From an optimization exercise on the open Yosys and OpenROAD flow, aimed at small area and a short achievable clock period; shortcuts taken in it are not production practice.
RTL that was checked went through simulation tests only; none was proved equivalent to the original.
The RTL of run 2 was laid out without a check of its function.

===== design/flow/config.mk =====
export PLATFORM = sky130hd
export DESIGN_NAME = rsi_top
export DESIGN_NICKNAME = rsi_top
export VERILOG_FILES = /design/flow/design.v
export SDC_FILE = /design/flow/constraint.sdc
export NUM_CORES = 4
export LEC_CHECK = 0
export ABC_AREA = 1
export CAP_MARGIN = 20
export CORE_MARGIN = 2
export CORE_UTILIZATION = 40
export CTS_CLUSTER_DIAMETER = 110
export CTS_CLUSTER_SIZE = 28
export SETUP_SLACK_MARGIN = 3.9
export SLEW_MARGIN = 20

===== design/flow/constraint.sdc =====
create_clock -name core_clock -period 6.5 [get_ports {clk}]
set_input_delay 1.3000 -clock core_clock [delete_from_list [all_inputs] [get_ports {clk}]]
set_output_delay 1.3000 -clock core_clock [all_outputs]
set_load 0.01 [all_outputs]

===== design/flow/design.v =====
module rsi_top
(
    input  logic   clk,
    input  logic   reset,
    input  logic [16-1:0] price,
    input  logic   price_valid,
    input  logic   eod,
    output logic   rsi_valid,
    output logic [7-1:0]   rsi,
    output logic   buy,
    output logic   sell
);
    localparam int PW = 16;    
    localparam int SW = 20;      
    localparam int N  = 14;     
    localparam int XW = 27;      
    logic          take;
    logic [PW-1:0] prev;
    logic          have_prev;
    logic [3:0]    cnt;           
    logic [PW:0]   diff;
    logic          up;            
    logic [PW-1:0] code;          
    logic          mv_valid;
    logic          mv_first, mv_full, mv_out;
    logic          mv_up;
    logic [PW-1:0] mv_code;
    logic [PW-1:0] in_price;
    logic          in_valid, in_eod;
    always_ff @(posedge clk) begin
        in_price <= price;
    end
    always_ff @(posedge clk or posedge reset) begin
        if (reset) begin
            in_valid <= 1'b0;
            in_eod   <= 1'b0;
        end else begin
            in_valid <= price_valid;
            in_eod   <= eod;
        end
    end
    assign take = in_valid && !in_eod;
    assign diff = {1'b0, in_price} - {1'b0, prev};
    assign up   = !diff[PW];
    assign code = diff[PW-1:0] ^ {PW{!up}};
    always_ff @(posedge clk) begin
        if (take) prev <= in_price;
        mv_code  <= code;
        mv_up    <= up;
        mv_first <= take && have_prev && (cnt == 4'd0);
        mv_full  <= take && have_prev && (cnt == 4'(N));
        mv_out   <= (cnt >= 4'(N - 1));
    end
    always_ff @(posedge clk or posedge reset) begin
        if (reset) begin
            have_prev <= 1'b0;
            cnt       <= '0;
            mv_valid  <= 1'b0;
        end else if (in_eod) begin
            have_prev <= 1'b0;
            cnt       <= '0;
            mv_valid  <= 1'b0;
        end else begin
            mv_valid <= take && have_prev;
            if (take) have_prev <= 1'b1;
            if (take && have_prev && cnt != 4'(N)) cnt <= cnt + 4'd1;
        end
    end
    logic [PW:0]   win [N];       
    logic [SW-1:0] tsum, gsum;
    logic          sums_valid;
    logic [PW-1:0] old_code;
    logic          old_up;
    logic [PW-1:0] new_code;
    logic          new_nup;
    logic [PW+2:0] dt_wide;
    logic [PW+1:0] dg_wide;
    logic [PW+1:0] sd_t;          
    logic          sd_nup;
    logic [PW:0]   sd_g;          
    logic          sd_first;
    logic          sd_valid;
    assign new_code = mv_valid ? mv_code : '0;
    assign new_nup  = mv_valid && !mv_up;
    assign old_code = mv_full ? win[N-1][PW-1:0] : '0;
    assign old_up   = mv_full ? win[N-1][PW]     : 1'b1;
    assign dt_wide = {2'b00, new_code, 1'b1} + {2'b11, ~old_code, old_up};
    assign dg_wide = {1'b0, (mv_valid && mv_up) ? mv_code : '0, 1'b1} +
                     {1'b1, ~(old_up ? old_code : '0), 1'b1};
    always_ff @(posedge clk) begin
        if (mv_valid) begin
            win[0] <= {mv_up, mv_code};
            for (int i = 1; i < N; i++) win[i] <= win[i-1];
        end
        sd_t     <= dt_wide[PW+2:1];
        sd_nup   <= new_nup;
        sd_g     <= dg_wide[PW+1:1];
        sd_first <= mv_first;
    end
    always_ff @(posedge clk or posedge reset) begin
        if (reset) sd_valid <= 1'b0;
        else       sd_valid <= mv_valid && mv_out;
    end
    logic [SW-1:0] t_base, g_base;
    logic [SW:0]   t_wide;
    assign t_base = sd_first ? '0 : tsum;
    assign g_base = sd_first ? '0 : gsum;
    assign t_wide = {t_base, 1'b1} + {{(SW-PW-2){sd_t[PW+1]}}, sd_t, sd_nup};
    always_ff @(posedge clk) begin
        tsum <= t_wide[SW:1];
        gsum <= g_base + {{(SW-PW-1){sd_g[PW]}}, sd_g};
    end
    always_ff @(posedge clk or posedge reset) begin
        if (reset) sums_valid <= 1'b0;
        else       sums_valid <= sd_valid;
    end
    logic [XW-1:0] x_a, x_b, x_c, x_s, x_cy, x_sum;
    logic [XW-1:2] m_x;           
    logic [SW-1:0] m_tn;          
    logic          m_v;
    assign x_a   = XW'(gsum) << 6;
    assign x_b   = XW'(gsum) << 5;
    assign x_c   = XW'(gsum) << 2;
    assign x_s   = x_a ^ x_b ^ x_c;
    assign x_cy  = {(x_a[XW-2:0] & x_b[XW-2:0]) | (x_a[XW-2:0] & x_c[XW-2:0]) |
                    (x_b[XW-2:0] & x_c[XW-2:0]), 1'b0};
    assign x_sum = x_s + x_cy;
    always_ff @(posedge clk) begin
        m_x <= x_sum[XW-1:2];
        m_tn <= ~tsum;
    end
    always_ff @(posedge clk or posedge reset) begin
        if (reset) m_v <= 1'b0;
        else       m_v <= sums_valid;
    end
    logic [SW-1:0] d_h [1:6];     
    logic [SW-1:0] d_tn [1:6];    
    logic [5:2]    d_x [1:6];     
    logic [6:0]    d_q [1:6];     
    logic          d_v [1:6];
    logic [6:0]    q_last;        
    logic          v_last;
    function automatic [SW+1:0] sk_sub(input [SW:0] a, input [SW-1:0] tn);
        logic [SW:0]   b;
        logic [SW+1:0] g, p;      
        b = {1'b1, tn};
        g = {a & b, 1'b1};
        p = {a ^ b, 1'b0};
        for (int d = 1; d < SW + 2; d = d * 2)
            for (int i = 2 * d - 1; i < SW + 2; i = i + 2 * d) begin
                g[i] = g[i] | (p[i] & g[i - d]);
                p[i] = p[i] & p[i - d];
            end
        for (int d = 16; d >= 1; d = d / 2)
            for (int i = 3 * d - 1; i < SW + 2; i = i + 2 * d) begin
                g[i] = g[i] | (p[i] & g[i - d]);
                p[i] = p[i] & p[i - d];
            end
        sk_sub = {g[SW+1], (a ^ b) ^ g[SW:0]};
    endfunction
    genvar j;
    generate
        for (j = 6; j >= 0; j--) begin : g_step
            logic [SW:0]   hi_in;
            logic [SW-1:0] dvs_n;
            logic [6:0]    q_in;
            logic [SW+1:0] trial;
            logic          fits;
            logic [SW-1:0] h_new;
            logic [6:0]    q_new;
            if (j == 6) begin : g_first
                assign hi_in = m_x[XW-1:6];
                assign dvs_n = m_tn;
                assign q_in  = '0;
            end else begin : g_next
                assign hi_in = {d_h[j+1], (j >= 2) ? d_x[j+1][(j >= 2) ? j : 2] : 1'b0};
                assign dvs_n = d_tn[j+1];
                assign q_in  = d_q[j+1];
            end
            assign trial = sk_sub(hi_in, dvs_n);
            assign fits  = trial[SW+1];
            assign h_new = fits ? trial[SW-1:0] : hi_in[SW-1:0];
            assign q_new = q_in | (7'(fits) << j);
            if (j > 0) begin : g_reg
                always_ff @(posedge clk) begin
                    d_h[j] <= h_new;
                    d_tn[j] <= dvs_n;
                    d_q[j] <= q_new;
                end
                if (j == 6) begin : g_x6
                    always_ff @(posedge clk) d_x[j] <= m_x[5:2];
                    always_ff @(posedge clk or posedge reset) begin
                        if (reset) d_v[j] <= 1'b0;
                        else       d_v[j] <= m_v;
                    end
                end else begin : g_xn
                    always_ff @(posedge clk) d_x[j] <= d_x[j+1];
                    always_ff @(posedge clk or posedge reset) begin
                        if (reset) d_v[j] <= 1'b0;
                        else       d_v[j] <= d_v[j+1];
                    end
                end
            end else begin : g_last
                assign q_last = q_new;
                assign v_last = d_v[1];
            end
        end
    endgenerate
    logic [6:0] q_fin;
    logic [6:0] rsi_d;
    assign q_fin = q_last;
    assign rsi_d = (q_fin == 7'd127) ? 7'd50 : q_fin;
    always_ff @(posedge clk) begin
        rsi <= rsi_d;
    end
    always_ff @(posedge clk or posedge reset) begin
        if (reset) begin
            rsi_valid <= 1'b0;
            buy       <= 1'b0;
            sell      <= 1'b0;
        end else begin
            rsi_valid <= v_last;
            buy       <= v_last && (rsi_d < 7'(30));
            sell      <= v_last && (rsi_d > 7'(70));
        end
    end
endmodule

===== design/flow/run.sh =====
#!/bin/bash
# synth_recipe.tcl (not shown) runs the flow's synth.tcl, then flattens the netlist and writes it again
# the make line also repeats each setting of config.mk as NAME=value (left out here)
make -C /OpenROAD-flow-scripts/flow DESIGN_CONFIG=/design/flow/config.mk WORK_HOME=/design/flow/orfs CLKGATE_MAP_FILE= SYNTH_SCRIPT=/design/flow/synth_recipe.tcl finish

==> flow_metrics.tcl, run 1 <==
set metrics [dict create \
    critical_path_arrival_ps 1220 \
    global_route.usage.met2 0.292 \
    dominant_synthesized_flop_cell "dfxtp_1" \
    critical_path_peak_fanout 1 \
    min_to "d_q[1][3]" \
    finalNetCount 3260 \
    hold_start "d_q[2][3]" \
    setup_violations 0 \
    critical_path.startpoint "buy" \
    die_footprint_um2 78700 \
    critPathLaunchType "flop" \
    final_design_area_no_fill_um2 33300 \
    status "no timing/DRC/antenna violations" \
    synthesis.area_um2 30600 \
    clock_tree.htree_level_count 1 \
    worstReg2RegStart "gsum[3]" \
    fill_cells 7141 \
    number_of_antenna_violations_at_the_first_check_in_global_routing 0 \
    worstPathCellList "clkdlybuf4s15_1" \
    synth.distinct_cells 48 \
    synth_area_per_cell_um2 10.6 \
    number_of_global_route_vias_before_repair 19900 \
    dpl.cell_count 3841 \
    synthMostInstantiatedCell "nand2_1" \
    layoutNonFillerInstCount 3907 \
    placement.io_buffers 29 \
    netlist.area_leader.share 0.285 \
    ff_latch_count_synth 710 \
    placement_rows 101 \
    clk_transition_reported_paths_ps 100 \
    global_route.peak_usage_layer "met2" \
    global_route.usage.total 0.155 \
    maxCapViolations 0 \
    globalRouteMet3Util 0.0139 \
    cts.sink_count 710 \
    numCtsBuffers 31 \
    vias_per_cell 4.87 \
    finalMaxSlewViolations 0 \
    synth_top_area_cell "dfxtp_1" \
    achievable_frequency_mhz 396 \
    final_layout_size_suffix_gt1_frac 0.0533 \
    netlist_instances 2874 \
    clock_tree.root_cell "clkbuf_16" \
    worst-setup-path-type "flop to primary output" \
    tritoncts "done" \
    critical-path-slowest-cell "dfrtp_1" \
    initial_cell_density_of_the_core 0.403 \
    final_antenna_net_count 0 \
    synth-async-reset-ratio 0.0282 \
    grt_util_met1 0.180 \
    yosysSeqAreaShare 0.551 \
    die_w_um 280 \
    synthTopCellsByCount "578 x nand2_1, 436 x dfxtp_1, 269 x inv_1, 254 x edfxtp_1, 253 x ha_1" \
    r2r-end "m_x[17]" \
    floorplan.die.height_um 280 \
    dp.final_hpwl_mm 45.9 \
    period_share 0.388 \
    synth_nets 3223 \
    grt_setup_unrepaired "true" \
    worstHoldPathType "flop to flop" \
    global_placer_s_final_weighted_congestion 0.866 \
    antenna_cells_inserted 0 \
    clock-skew-final_ps 15.8 \
    detail_route.wl_per_cell_um 15.4 \
    reg2reg_setup_slack_ps 4010 \
    number_of_instances_on_the_worst_hold_path 0 \
    critPathBufInv 1 \
    worst_slew_margin_rel 0.375 \
    crit_path_end_kind "primary output" \
    length_of_the_first_detailed_routing_pass_in_iterations 6 \
    worst_hold_slack_ps 331 \
    totalNegativeSetupSlack_ps 0 \
    detail_route.wirelength_mm 60.1 \
    tightestPinTransition_ps 937 \
    critical-path-top-delay-family "flip-flops" \
    synth_enable_flop_cells 254 \
    placed_area_um2 32000 \
    grt_start_max_net_pins 94 \
    core_area_um2 75800 \
    critical_path_required_ps 5200 \
    synthesis_to_finish_area_growth_pct 8.96 \
    final.min_clock_period_ps 2520 \
    rr_worst_depth 9 \
    synth.yosys.warnings 7 \
    cts-root-to-sink-buffers 3 \
    synthTopCellsByArea "dfxtp_1 29%, edfxtp_1 25%, ha_1 10%, nand2_1 7.1%, fa_1 5.0%" \
    first_pass_grt_wire_length_mm 99.6 \
    clkLatencyLatePin_ps 630 \
    pin_count 30 \
    timing_hold_violations_final 0 \
    crit_path_max_incr_delay_ps 380 \
    gr-total-overflow 0 \
    detailedRoute.firstIterationViolations 914 \
    drc 0 \
    vias 19000 \
]
through the flow:
step | worst slack, ps | util
after floorplan | 2520 | -
after global placement | 3420 | 0.422
after detailed placement | 3330 | 0.422
after CTS | 3850 | 0.436
after global routing | 3870 | 0.439
final | 3980 | 0.439
worst reg2reg max path: stages (launching register included):
cell and delay [ps]:
dfxtp_1 450, fa_1 450, ha_1 340, a21oi_1 230
o21ai_2 120, a21oi_1 310, o21ai_0 190, nand2_1 90
nand2_1 70, xor2_1 140
cell usage in the layout (no fill, tap or decap), types with 44 or more instances in the layout:
| cell | instances |
|---|---|
| nand2_1 | 563 |
| ha_1 | 248 |
| edfxtp_1 | 254 |
| a21o_1 | 44 |
| fa_1 | 73 |
| a21oi_1 | 134 |
| dfxtp_1 | 429 |
| nand3_1 | 196 |
| nor2_1 | 158 |
| xor2_1 | 123 |
| o21ai_0 | 48 |
| inv_1 | 268 |
cells by family after synthesis:
family,synth area share
AND/OR/NAND/NOR,0.141
AO/OA/AOI/OAI,0.0647
adder cells (fa/ha/maj),0.153
buffers and inverters,0.0437
XOR/XNOR,0.0458
flip-flops,0.551
metal layers:
metal / share of wire / vias to the layer above
met4: 0.040 / 0
met5: 0 / -
met2: 0.52 / 207
li1: - / 9699
met1: 0.42 / 9032
met3: 0.019 / 98
flip-flops by register name, summed over array words and instances (netlist names), 4 cells and up:
signal and count:
cnt 4, d_h 120, d_q 21, d_tn 120, d_v 6, d_x 10, gsum 20, in_price 16
m_tn 20, m_x 25, mv_code 16, prev 16, rsi 7, sd_g 17, sd_t 18, tsum 20
win 238
cell type report:
class                   instances  area (µm²)  share of cell area
repair buffers                 55         609              0.0183
clock inverters                 6        81.3             0.00244
well taps                     978        1220              0.0367
clock buffers                  45         838              0.0252
multi-input cells            1843       12700               0.381
inverters                     270        1010              0.0304
flip-flops and latches        710       16900               0.506
how the worst max path moves through the flow:
| stage | end | slack (ps) | cells after the start |
|---|---|---|---|
| final | buy | 3980 | 1 |
| after global routing | gsum[15] | 3870 | 11 |
| after CTS | sd_t[15] | 3850 | 9 |
| after detailed placement | sd_t[15] | 3330 | 11 |
| after global placement | sd_g[10] | 3420 | 12 |
| after floorplan | sd_g[10] | 2520 | 14 |
repair_timing:
action                                  CTS  global route
pin swaps                                 1             4
gates cloned                              0             1
hold buffers                              0             0
endpoints found under the hold margin     0             0
buffers inserted                          9             5
endpoints found under the setup margin  145           124
gates resized for setup                  42            42
==> inputs of run 2 (changes only) <==
--- a/design/flow/design.v
+++ b/design/flow/design.v
@@ -67,7 +67,7 @@
         end
     end
     logic [PW:0]   win [N];       
-    logic [SW-1:0] tsum, gsum;
+    logic [SW-1:0] tsum_n, gsum;  
     logic          sums_valid;
     logic [PW-1:0] old_code;
     logic          old_up;
@@ -84,7 +84,7 @@
     assign new_nup  = mv_valid && !mv_up;
     assign old_code = mv_full ? win[N-1][PW-1:0] : '0;
     assign old_up   = mv_full ? win[N-1][PW]     : 1'b1;
-    assign dt_wide = {2'b00, new_code, 1'b1} + {2'b11, ~old_code, old_up};
+    assign dt_wide = {2'b00, old_code, !old_up} + {2'b11, ~new_code, 1'b1};
     assign dg_wide = {1'b0, (mv_valid && mv_up) ? mv_code : '0, 1'b1} +
                      {1'b1, ~(old_up ? old_code : '0), 1'b1};
     always_ff @(posedge clk) begin
@@ -103,11 +103,11 @@
     end
     logic [SW-1:0] t_base, g_base;
     logic [SW:0]   t_wide;
-    assign t_base = sd_first ? '0 : tsum;
+    assign t_base = sd_first ? '1 : tsum_n;
     assign g_base = sd_first ? '0 : gsum;
-    assign t_wide = {t_base, 1'b1} + {{(SW-PW-2){sd_t[PW+1]}}, sd_t, sd_nup};
-    always_ff @(posedge clk) begin
-        tsum <= t_wide[SW:1];
+    assign t_wide = {t_base, 1'b1} + {{(SW-PW-2){sd_t[PW+1]}}, sd_t, !sd_nup};
+    always_ff @(posedge clk) begin
+        tsum_n <= t_wide[SW:1];
         gsum <= g_base + {{(SW-PW-1){sd_g[PW]}}, sd_g};
     end
     always_ff @(posedge clk or posedge reset) begin
@@ -127,7 +127,7 @@
     assign x_sum = x_s + x_cy;
     always_ff @(posedge clk) begin
         m_x <= x_sum[XW-1:2];
-        m_tn <= ~tsum;
+        m_tn <= tsum_n;
     end
     always_ff @(posedge clk or posedge reset) begin
         if (reset) m_v <= 1'b0;
==> run 2 against run 1 <==
  * Utilization rose by 0.097 points
  * Die area fell by 0.35%
  * Still clean on timing, DRC and antenna
  * Register-to-register slack got worse by 110 ps
  * Highest routed layer unchanged
  * First-iteration DRC count fell by 2.7%
  * Synthesized cell count fell by 1.1%
  * Via count fell by 0.70%
==> flow_metrics.tcl, run 2 <==
set metrics [dict create \
    grt_setup_unrepaired "true" \
    status "no timing/DRC/antenna violations" \
    most-common-layout-cells "557 x nand2_1, 419 x dfxtp_1, 254 x edfxtp_1" \
    critPathLaunchType "flop" \
    final_design_area_no_fill_um2 33300 \
    crit_path_end_kind "flop" \
    finalMaxSlewViolations 0 \
    final_antenna_net_count 0 \
    synthesis.area_um2 30500 \
    ctsHoldBuffers 0 \
    totalNegativeSetupSlack_ps 0 \
    finalNetCount 3224 \
    worst-setup-path-type "flop to flop" \
    cts.sink_count 710 \
    critical_path.startpoint "gsum[5]" \
    vias_per_cell 4.88 \
    detail_route.wl_per_cell_um 15.3 \
    clk_transition_reported_paths_ps 120 \
    worst_hold_slack_ps 334 \
    max_flop_register "win" \
    critical_path_required_ps 7040 \
    synthTopCellsByCount "582 x nand2_1, 436 x dfxtp_1, 254 x edfxtp_1, 253 x ha_1, 245 x inv_1" \
    yosysSeqAreaShare 0.553 \
    netlist_instances 2842 \
    synthMostInstantiatedCell "nand2_1" \
    tritoncts "done" \
    synth.yosys.warnings 7 \
    numCtsBuffers 29 \
    synth_top_family_by_area "adder cells" \
    grt_start_max_net_pins 92 \
    achievable_frequency_mhz 385 \
    dp.final_hpwl_mm 45.4 \
    most_common_cell_after_layout_fill_and_taps_aside "nand2_1" \
    initial_cell_density_of_the_core 0.403 \
    synth_area_per_cell_um2 10.7 \
    floorplan.die.height_um 280 \
    worst_slew_margin_rel 0.562 \
    synth-compound-area-share 0.0651 \
    synthesis_to_finish_area_growth_pct 9.40 \
    timing_hold_violations_final 0 \
    clock_tree.htree_level_count 1 \
    clkLatencyLatePin_ps 630 \
    period_share 0.400 \
    synth-xor-area-share 0.0460 \
    synth.distinct_cells 50 \
    placement_rows 101 \
    detailedRoute.firstIterationViolations 889 \
    worstHoldPathType "flop to flop" \
    synth_enable_flop_cells 254 \
    synthTopCellsByArea "dfxtp_1 29%, edfxtp_1 25%, ha_1 10%, nand2_1 7.2%, fa_1 5.0%" \
    netlist.area_leader.share 0.286 \
    die_w_um 280 \
    ff_latch_count_synth 710 \
    synth_nets 3191 \
    critical_path_peak_fanout 4 \
    global_route.usage.total 0.152 \
    die_footprint_um2 78400 \
    cts-root-to-sink-buffers 3 \
    clock-skew-final_ps 25.6 \
    tightestPinTransition_ps 655 \
    largest_reg_flops 238 \
    synth_top_area_cell "dfxtp_1" \
    setup_violations 0 \
    detail_route.wirelength_mm 59.2 \
    core_area_um2 75700 \
    number_of_global_route_vias_before_repair 19400 \
    drc 0 \
    synthSimpleGateAreaFrac 0.142 \
    synth_fa_ha_area_frac 0.154 \
    hold_start "d_x[5][1]" \
    vias 18900 \
    synth_mux_area_frac 0 \
    pin_count 30 \
    clock_tree.root_cell "clkbuf_16" \
    synth-async-reset-ratio 0.0282 \
    global_placer_s_final_weighted_congestion 0.842 \
    number_of_antenna_violations_at_the_first_check_in_global_routing 0 \
    placement.io_buffers 29 \
    gr-total-overflow 0 \
    first_pass_grt_wire_length_mm 96.9 \
    dominant_synthesized_flop_cell "dfxtp_1" \
    length_of_the_first_detailed_routing_pass_in_iterations 5 \
    placed_area_um2 32100 \
    top_regs "win (238), d_h (120), d_tn (120)" \
    worstReg2RegStart "gsum[5]" \
    maxCapViolations 0 \
    final_layout_size_suffix_gt1_frac 0.0723 \
    final.min_clock_period_ps 2600 \
    critical_path_arrival_ps 3130 \
]
run 2: cell types whose count changed after synthesis, moves of 2 or more:
cell / delta
nand2_2: +3
nor2_1: -21
buf_1: -2
clkbuf_1: +3
nand2_1: +4
nand4_1: -3
o21bai_1: +2
o21ai_2: -3
nand3_1: -11
buf_6: -2
or2_2: +18
inv_1: -24
nor3_1: +2
run 2: kinds of logic (layout without fill, tap and decap cells):
kind of cell / Yosys count / count (layout)
compound gates: 334 / 334
other cells: 0 / 1
simple gates: 1013 / 1013
buf+inv: 296 / 345
xor+xnor: 160 / 160
fa+ha+maj: 329 / 329
flops: 710 / 710
run 2: layer usage:
| layer | global-route usage | share of wire | vias to the layer above |
|---|---|---|---|
| met5 | 0 | 0 | - |
| met4 | 0.0410 | 0.025 | 0 |
| met3 | 0.0176 | 0.023 | 91 |
| met2 | 0.291 | 0.53 | 211 |
| met1 | 0.178 | 0.43 | 9019 |
| li1 | - | - | 9582 |
run 2: cell type report:
type / instances / area (µm²)
Sequential cell: 710 / 16900
Clock inverter: 2 / 28.8
Clock buffer: 45 / 786
Antenna cell: 1 / 2.50
Fill cell: 7019 / 42400
Tap cell: 978 / 1220
Timing Repair Buffer: 52 / 539
Multi-Input combinational cell: 1836 / 12900
Inverter: 246 / 923
run 2: worst paths after layout:
path,to,slack [ps],cells past startpoint
worst max-delay path,m_x[21],3900,9
worst min register to register,d_x[4][1],330,0
max in group asynchronous,mv_valid,5130,3
worst min-delay path,d_x[4][1],330,0
min in group asynchronous,buy,910,2
worst max register to register,m_x[21],3900,9
run 2: stage by stage:
step | worst slack (ps) | instances | util
floorplan | 2630 | 2842 | -
global placement | 3040 | 3809 | 0.424
detailed placement | 2990 | 3809 | 0.424
CTS | 3900 | 3863 | 0.437
global route | 3800 | 3869 | 0.440
finish | 3900 | 3870 | 0.440
run 2: critical path, stage by stage, from the launching register on:
cell and delay, ps:
dfxtp_1 520, fa_1 510, ha_1 300, nand2_1 130
o21ai_2 280, a21oi_1 170, o21ai_2 220, nand3_1 90
nand2_1 80, xor2_1 200
run 2: repair_timing:
| item | 4_1_cts | 5_1_grt |
|---|---|---|
| setup buffers | 7 | 4 |
| gates resized for setup | 51 | 44 |
| pin swaps | 5 | 10 |
| endpoints found under the setup margin | 199 | 119 |

==> afterwards: timing with drivers on the ports <==
No port has a modelled driver above. Below, the same layouts with a new extraction and two added sets of constraints.
Step 1 assumes that a clkbuf_16 drives the clock port and a buf_2 every other input.
Step 2, shift: input delay + t, output delay - t, t = (earliest + latest rising clock arrival at the registers) / 2. This alone moves slack from input paths to output paths.
a / b / c = ideal / step 1 / step 2; a / b = the first two.
run | t, ns | setup slack, ns | pins driven straight from the clock port
run 1 | 0.684 | 3.976 / 3.915 / 4.006 | 1
run 2 | 0.687 | 3.903 / 3.903 / 3.903 | 1
After both steps every run listed still meets setup and hold.
